Background: an optimization exercise with open tools, aiming at small area and a short achievable clock period. Do not read the settings as production practice. Function was checked by simulation only, so behaviour that the tests miss may differ from the original. No activity file was given, so power comes from the tool's default toggle rates.

`flow/constraint.sdc`:
```
create_clock -name core_clock -period 4.5 [get_ports {clk}]
set_input_delay 0.9000 -clock core_clock [delete_from_list [all_inputs] [get_ports {clk}]]
set_output_delay 0.9000 -clock core_clock [all_outputs]
set_load 0.01 [all_outputs]
```
`flow/design.v`:
```
package imem_pkg;
  typedef enum logic {
    IMEM_LOAD = 1'b0,
    IMEM_RUN  = 1'b1
  } imem_state_e;
  localparam int IMEM_ADDR_W = 8;
  localparam int IMEM_DATA_W = 16;
  localparam int IMEM_DEPTH  = 256;
  function automatic logic even_par(input logic [63:0] d);
    return (^d);
  endfunction
endpackage
module imem_ram #(
  parameter int WIDTH = 16,
  parameter int DEPTH = 256
) (
  input  logic             clk,
  input  logic [DEPTH-1:0] i_we,
  input  logic [DEPTH-1:0] i_hold,
  input  logic [WIDTH-1:0] i_wdata,
  input  logic [DEPTH-1:0] i_wl,
  output logic [WIDTH-1:0] o_rdata
);
  localparam int N1 = DEPTH / 3;                
  localparam int R1 = DEPTH - 3 * N1;           
  localparam int T1 = N1 + (R1 > 0 ? 1 : 0);    
  localparam int N2 = T1 / 4;
  localparam int R2 = T1 - 4 * N2;
  localparam int T2 = N2 + (R2 > 0 ? 1 : 0);    
  localparam int N3 = T2 / 4;
  localparam int R3 = T2 - 4 * N3;
  localparam int T3 = N3 + (R3 > 0 ? 1 : 0);    
  logic [DEPTH*WIDTH-1:0] w_mem;
  for (genvar w = 0; w < DEPTH; w++) begin : g_word
    for (genvar b = 0; b < WIDTH; b++) begin : g_bit
      imem_bit u_bit (
        .clk    (clk),
        .i_we   (i_we[w]),
        .i_hold (i_hold[w]),
        .i_d    (i_wdata[b]),
        .o_q    (w_mem[w*WIDTH + b])
      );
    end
  end
  for (genvar b = 0; b < WIDTH; b++) begin : g_rd
    logic [DEPTH-1:0] w_col;
    logic [T1-1:0]    w_l1;
    logic [T2-1:0]    w_l2;
    logic [T3-1:0]    w_l3;
    for (genvar w = 0; w < DEPTH; w++) begin : g_col
      assign w_col[w] = w_mem[w*WIDTH + b];
    end
    for (genvar k = 0; k < N1; k++) begin : g_l1
      imem_aoi222 u_g (.i_a(w_col[3*k +: 3]), .i_s(i_wl[3*k +: 3]), .o_n(w_l1[k]));
    end
    if (R1 == 1) begin : g_l1r
      imem_nand2 u_g (.i_a(w_col[DEPTH-1]), .i_b(i_wl[DEPTH-1]), .o_n(w_l1[N1]));
    end else if (R1 == 2) begin : g_l1r
      imem_aoi22 u_g (.i_a(w_col[DEPTH-2 +: 2]), .i_s(i_wl[DEPTH-2 +: 2]), .o_n(w_l1[N1]));
    end
    for (genvar k = 0; k < N2; k++) begin : g_l2
      imem_nand #(.N(4)) u_g (.i_a(w_l1[4*k +: 4]), .o_y(w_l2[k]));
    end
    if (R2 > 0) begin : g_l2r
      imem_nand #(.N(R2)) u_g (.i_a(w_l1[4*N2 +: R2]), .o_y(w_l2[N2]));
    end
    for (genvar k = 0; k < N3; k++) begin : g_l3
      imem_nor #(.N(4)) u_g (.i_a(w_l2[4*k +: 4]), .o_y(w_l3[k]));
    end
    if (R3 > 0) begin : g_l3r
      imem_nor #(.N(R3)) u_g (.i_a(w_l2[4*N3 +: R3]), .o_y(w_l3[N3]));
    end
    imem_nand #(.N(T3)) u_l4 (.i_a(w_l3), .o_y(o_rdata[b]));
  end
endmodule
module imem_bit (
  input  logic clk,
  input  logic i_we,
  input  logic i_hold,
  input  logic i_d,
  output logic o_q
);
  logic r_q;
  always_ff @(posedge clk) begin
    r_q <= (i_d & i_we) | (r_q & i_hold);
  end
  assign o_q = r_q;
endmodule
module imem_aoi222 (
  input  logic [2:0] i_a,
  input  logic [2:0] i_s,
  output logic       o_n
);
  assign o_n = !(|(i_a & i_s));
endmodule
module imem_aoi22 (
  input  logic [1:0] i_a,
  input  logic [1:0] i_s,
  output logic       o_n
);
  assign o_n = !(|(i_a & i_s));
endmodule
module imem_nand2 (
  input  logic i_a,
  input  logic i_b,
  output logic o_n
);
  assign o_n = !(i_a & i_b);
endmodule
module imem_nand #(
  parameter int N = 4
) (
  input  logic [N-1:0] i_a,
  output logic         o_y
);
  assign o_y = !(&i_a);
endmodule
module imem_nor #(
  parameter int N = 4
) (
  input  logic [N-1:0] i_a,
  output logic         o_y
);
  assign o_y = !(|i_a);
endmodule
module imem_boot #(
  parameter int ADDR_W = imem_pkg::IMEM_ADDR_W,
  parameter int DATA_W = imem_pkg::IMEM_DATA_W,
  parameter int DEPTH  = imem_pkg::IMEM_DEPTH
) (
  input  logic              clk,
  input  logic              rst_n,
  input  logic              ld_valid,
  input  logic [DATA_W-1:0] ld_data,
  input  logic              ld_last,
  output logic              ld_ready,
  input  logic              reload,
  output logic              boot_done,
  output logic [ADDR_W:0]   ld_count,
  input  logic              fetch_en,
  input  logic [ADDR_W-1:0] fetch_addr,
  output logic [DATA_W-1:0] fetch_data,
  output logic              fetch_valid,
  output logic              parity_err
);
  localparam int LO_W = ADDR_W / 2;
  localparam int HI_W = ADDR_W - LO_W;
  logic              r_run;        
  logic              r_ld_ready;   
  logic [ADDR_W:0]   r_cnt;
  logic              r_vld;
  logic [DATA_W-1:0] r_rdata;
  logic              w_accept;
  logic [DEPTH-1:0]  w_we;
  logic [DEPTH-1:0]  w_hold;
  logic [(1<<LO_W)-1:0] w_pa;
  logic [(1<<HI_W)-1:0] w_pb;
  logic [DEPTH-1:0]  w_wl;
  logic [DATA_W-1:0] w_rdata;
  assign w_accept = !r_run && ld_valid;
  for (genvar w = 0; w < DEPTH; w++) begin : g_we
    assign w_we[w]   = w_accept && (r_cnt[ADDR_W-1:0] == ADDR_W'(w));
    assign w_hold[w] = !(r_ld_ready && ld_valid && (r_cnt[ADDR_W-1:0] == ADDR_W'(w)));
  end
  for (genvar a = 0; a < (1 << LO_W); a++) begin : g_pa
    assign w_pa[a] = (fetch_addr[LO_W-1:0] == LO_W'(a));
  end
  for (genvar a = 0; a < (1 << HI_W); a++) begin : g_pb
    assign w_pb[a] = (fetch_addr[ADDR_W-1:LO_W] == HI_W'(a));
  end
  for (genvar w = 0; w < DEPTH; w++) begin : g_wl
    assign w_wl[w] = w_pa[w % (1 << LO_W)] && w_pb[w / (1 << LO_W)];
  end
  always_ff @(posedge clk or negedge rst_n) begin
    if (!rst_n) begin
      r_run      <= 1'b0;
      r_ld_ready <= 1'b1;
      r_cnt      <= '0;
      r_vld      <= 1'b0;
    end else if (!r_run) begin
      r_vld <= 1'b0;
      if (ld_valid) begin
        r_cnt <= r_cnt + 1'b1;
        if (ld_last || (&r_cnt[ADDR_W-1:0])) begin
          r_run      <= 1'b1;
          r_ld_ready <= 1'b0;
        end
      end
    end else begin
      r_vld <= fetch_en && !reload;
      if (reload) begin
        r_run      <= 1'b0;
        r_ld_ready <= 1'b1;
        r_cnt      <= '0;
      end
    end
  end
  always_ff @(posedge clk) begin
    r_rdata <= w_rdata;
  end
  imem_ram #(
    .WIDTH (DATA_W),
    .DEPTH (DEPTH)
  ) u_ram (
    .clk     (clk),
    .i_we    (w_we),
    .i_hold  (w_hold),
    .i_wdata (ld_data),
    .i_wl    (w_wl),
    .o_rdata (w_rdata)
  );
  assign ld_ready    = r_ld_ready;
  assign boot_done   = r_run;
  assign ld_count    = r_cnt;
  assign fetch_valid = r_vld;
  assign fetch_data  = r_rdata;
  assign parity_err  = 1'b0;
endmodule
```
`flow/config.mk`:
```
export PLATFORM = sky130hd
export DESIGN_NAME = imem_boot
export DESIGN_NICKNAME = imem_boot
export VERILOG_FILES = /design/flow/design.v
export SDC_FILE = /design/flow/constraint.sdc
export NUM_CORES = 4
export LEC_CHECK = 0
export CAP_MARGIN = 20
export CORE_MARGIN = 2
export CORE_UTILIZATION = 60
export CTS_CLUSTER_DIAMETER = 100
export CTS_CLUSTER_SIZE = 30
export SETUP_SLACK_MARGIN = 2.1
export SLEW_MARGIN = 20
export SYNTH_HIERARCHICAL = 1
```
`flow/run.sh`:
```
#!/bin/bash
# synth_recipe.tcl (not shown) runs the flow's synth.tcl, then flattens the netlist and writes it again
# the make line also repeats each setting of config.mk as NAME=value (left out here)
make -C /OpenROAD-flow-scripts/flow DESIGN_CONFIG=/design/flow/config.mk WORK_HOME=/design/flow/orfs CLKGATE_MAP_FILE= SYNTH_SCRIPT=/design/flow/synth_recipe.tcl finish
```
==> run notes <==
-- metal layers --
| metal | vias to the layer above | global-route usage |
|---|---|---|
| li1 | 50700 | - |
| met1 | 62500 | 0.632 |
| met2 | 11400 | 0.650 |
| met3 | 1925 | 0.139 |
| met4 | 20 | 0.315 |
| met5 | - | 0.00612 |
-- logic make-up after synthesis --
group / count (synthesis)
XOR/XNOR: 2
AO/OA/AOI/OAI: 5469
buffers and inverters: 116
multiplexers: 2
adder cells (fa/ha/maj): 4
flip-flops: 4124
other: 1
AND/OR/NAND/NOR: 1419
-- worst max-delay path, delay by kind of cell --
family	cells	cell delay [ps]
AOI/OAI and AO/OA	1	800
and+or+nand+nor	7	1850
buffers and inverters	4	670
-- layout make-up --
class | count | area, um^2 | share of cell area
clock buffers | 167 | 4050 | 0.0249
diodes | 6 | 15.0 | 0.0000923
inverters | 3 | 11.3 | 0.0000692
flip-flops and latches | 4124 | 82700 | 0.508
well taps | 3043 | 3810 | 0.0234
multi-input cells | 6900 | 61000 | 0.375
clock inverters | 17 | 210 | 0.00129
repair buffers | 1108 | 10900 | 0.0673
-- per-module statistics from Yosys, one instance, submodules excluded, excerpt --
module,flops+latches,cell area [um^2],copies in the design
imem_aoi222,0,10.0,1360
imem_bit,1,28.8,4096
imem_boot,28,5140,1
imem_nand2,0,3.75,16
-- state kept, by name (all words and copies together) (netlist names) --
| signal | flops |
|---|---|
| u_ram.g_word.g_bit.u_bit.r_q | 4096 |
| r_rdata | 16 |
| r_cnt | 9 |
| r_ld_ready | 1 |
| r_run | 1 |
| r_vld | 1 |
-- repair_timing --
| item | 4_1_cts | 5_1_grt |
|---|---|---|
| setup endpoints to repair | 4141 | 3957 |
| pin swaps | 173 | 102 |
| cloned | 10 | 1 |
| resized for setup | 444 | 600 |
| buffers inserted | 152 | 102 |
-- stage by stage --
| step | cells | setup slack (ps) | utilization | area [um^2] | hold WS (ps) |
|---|---|---|---|---|---|
| finish | 15400 | 1010 | 0.700 | 163000 | 439 |
| global route | 15400 | 1260 | 0.700 | 163000 | 436 |
| CTS | 15300 | 1320 | 0.686 | 159000 | 399 |
| detailed placement | 14900 | -998 | 0.654 | 152000 | 454 |
| global placement | 14900 | -1020 | 0.653 | 152000 | 455 |
| floorplan | 11100 | 1860 | - | 141000 | 441 |
-- placed cells by master, fill, tap and decap left out, types with 30 or more instances in the layout --
master,n
buf_12,149
clkbuf_16,162
nand2_1,75
nor4_2,51
nand4_1,343
buf_4,828
buf_6,58
buf_8,33
nor2_1,152
nor4_4,30
nor2_2,170
nor2_4,239
nand2_4,108
nand2_2,144
dfxtp_1,4103
a222oi_1,1360
a22o_1,4096
-- path summary, 6_finish.rpt --
check | startpoint | end | slack, ps
max in group asynchronous | rst_n | r_cnt[2]$_DFFE_PN0P_ | 3560
min in group core_clock | ld_data[6] | u_ram.g_word[231].g_bit[6].u_bit.r_q$_DFF_P_ | 470
worst max register to register | u_ram.g_word[138].g_bit[6].u_bit.r_q$_DFF_P_ | r_rdata[6]$_DFF_P_ | 1410
worst min register to register | u_ram.g_word[108].g_bit[9].u_bit.r_q$_DFF_P_ | u_ram.g_word[108].g_bit[9].u_bit.r_q$_DFF_P_ | 480
worst min-delay path | rst_n | r_vld$_DFF_PN0_ | 440
worst max-delay path | fetch_addr[0] | r_rdata[6]$_DFF_P_ | 1010
-- power by group --
part | internal, mW | total (mW) | switching (mW)
sequential | 37.6 | 38.3 | 0.693
combinational | 1.49 | 4.24 | 2.75
clock | 6.69 | 18.0 | 11.3
==> results by group <==
Routing
  • Max layer used: met5
  • Metal2 WL: 241000 um
  • Met3 routed WL: 88000 um
  • WL per Instance: 38.3 um
  • Vias per cell: 8.24
  • WL met1: 214000 um
  • Via count: 127000
  • Routed wire length: 589000 um
  • DRC: 0
  • Pre-antenna DRT Iters: 16
  • Post-DRT Antenna Nets: 0
  • Initial DRC count: 30900

Floorplanning
  • Core area: 232000 um^2
  • Starting Density: 0.603
  • Die area: 237000 um^2
  • Die Ht: 487 um
  • Row cnt: 177
  • Io pins: 59
  • Die X-Extent: 487 um

Yosys
  • Synth warn: 8
  • Cell variety after synth: 48
  • Cell taking the most area after synthesis: dfxtp_1
  • Post-synthesis sequential area ratio: 0.590
  • Most frequent cell after synthesis: dfxtp_1
  • #FFs+latches synth: 4124
  • EDFF count, synth: 0
  • Compound-Gate Fraction of Synth Area: 0.354
  • Fraction of registers with async set or reset after synthesis: 0.00291
  • Xor and xnor area share after synthesis: 0.000125
  • Mapped cell area: 140000 um^2
  • Synth Area in Adders: 0.000357
  • Synth Flop Type: dfxtp_1
  • Simple-gate area share of the yosys netlist: 0.0520
  • Syn avg cell area: 12.6 um^2
  • Largest family of logic cells by synthesized area: compound AO/OA/AOI/OAI gates
  • Net Count, Synth: 11200
  • Post-synthesis mux area share: 0.000152
  • Area contributors post-synth: dfxtp_1 59%, a22o_1 26%, a222oi_1 9.7%, nand4_1 1.5%, nor2_1 1.5%
  • Most frequent cells after synthesis: 4112 x dfxtp_1, 4096 x a22o_1, 1360 x a222oi_1
  • Post-Syn Instances: 11100
  • Synth top area share: 0.587

Clock tree
  • Clk Latency, worst-skew pair: 890 ps
  • CTS Sinks: 4124
  • Hold buffers post-CTS: 0
  • Clock tree buffer depth: 3
  • Clock Root Buffer: clkbuf_16
  • H-tree levels: 4
  • CTS tree: done
  • Num CTS Buffers: 157
  • Reg clk slew, reported paths: 110 ps

Run
  • Max-cap check violation count: 0

Pwr
  • Worst vdd ir: 451 uV
  • Power per cell area: 372 nW/um^2
  • Final Power: 60.6 mW
  • Static Leakage: 61.6 nW

Critical path
  • Reg2Reg Depth: 6
  • Worst Path Max Fanout: 5
  • CP Cell Sequence: buf_6, nor2_2, nand3_4, buf_12, buf_12, nor2_4, a222oi_1, nand4_1, nor4_4, buf_4, and4_4, nand3_2
  • Worst path max stage delay: 800 ps
  • WP data arrival: 4260 ps
  • Category of the most critical setup path: in2reg
  • Startpoint types: primary input
  • Worst EP required: 5270 ps
  • CP endpoint kind: register
  • CP most frequent cell: buf_12
  • CP max-delay cell: a222oi_1

Timing
  • Final worst path period share: 0.776
  • Final Max Tran Viols: 0
  • Setup tns final: 0 ps
  • Minimum clock period: 3490 ps
  • Final Hold Fails: 0
  • Highest Clock Rate: 0.286 GHz
  • RSZ-0062 raised after global routing: yes
  • Worst Skew: 43.2 ps
  • Worst-margin pin slew: 1150 ps
  • Slew headroom: 0.235
  • Setup violations, final: 0

Global route
  • Vias in the first global route: 115000
  • Initial antenna violation count: 12
  • Pin count of the biggest net entering global routing: 101
  • First-pass GRT wire length: 836000 um
  • Remaining global-route overflow: 0
  • GRT Util Overall: 0.470

Layout
  • Fillers: 16400
  • Area Growth Syn to Fin: 16.1%
  • NumNets Final: 12300
  • Share of cells above drive strength 1: 0.171

Hold path
  • Worst Hold Class: in2async

Placed design
  • Final HPWL DP: 361000 um
  • GP Congestion: 1.00
  • Port Buffers: 57

Status
  • Status: finished clean

[separate check: timing with driven ports]
Ports are ideal in the flow. The routed layout listed here was re-timed in OpenROAD. Step 1: set_driving_cell puts a clkbuf_16 on clk and a buf_2 on each other input, an assumption about the parent block. Step 2, shift: input delay + t, output delay - t, t = (earliest + latest rising clock arrival at the registers) / 2. This alone moves slack from input paths to output paths. a / b / c = ideal / step 1 / step 2; a / b = the first two.
t (ns): 0.968
setup WS [ns]: 1.008 / 1.055 / 0.087
latest minus earliest clock arrival (ns): 0.044 / 0.044
cell pins on the clock port's net: 1
After both steps this run still meets setup and hold. For this run, drivers alone change the setup slack by +0.047 ns; drivers and shift together by -0.921 ns.
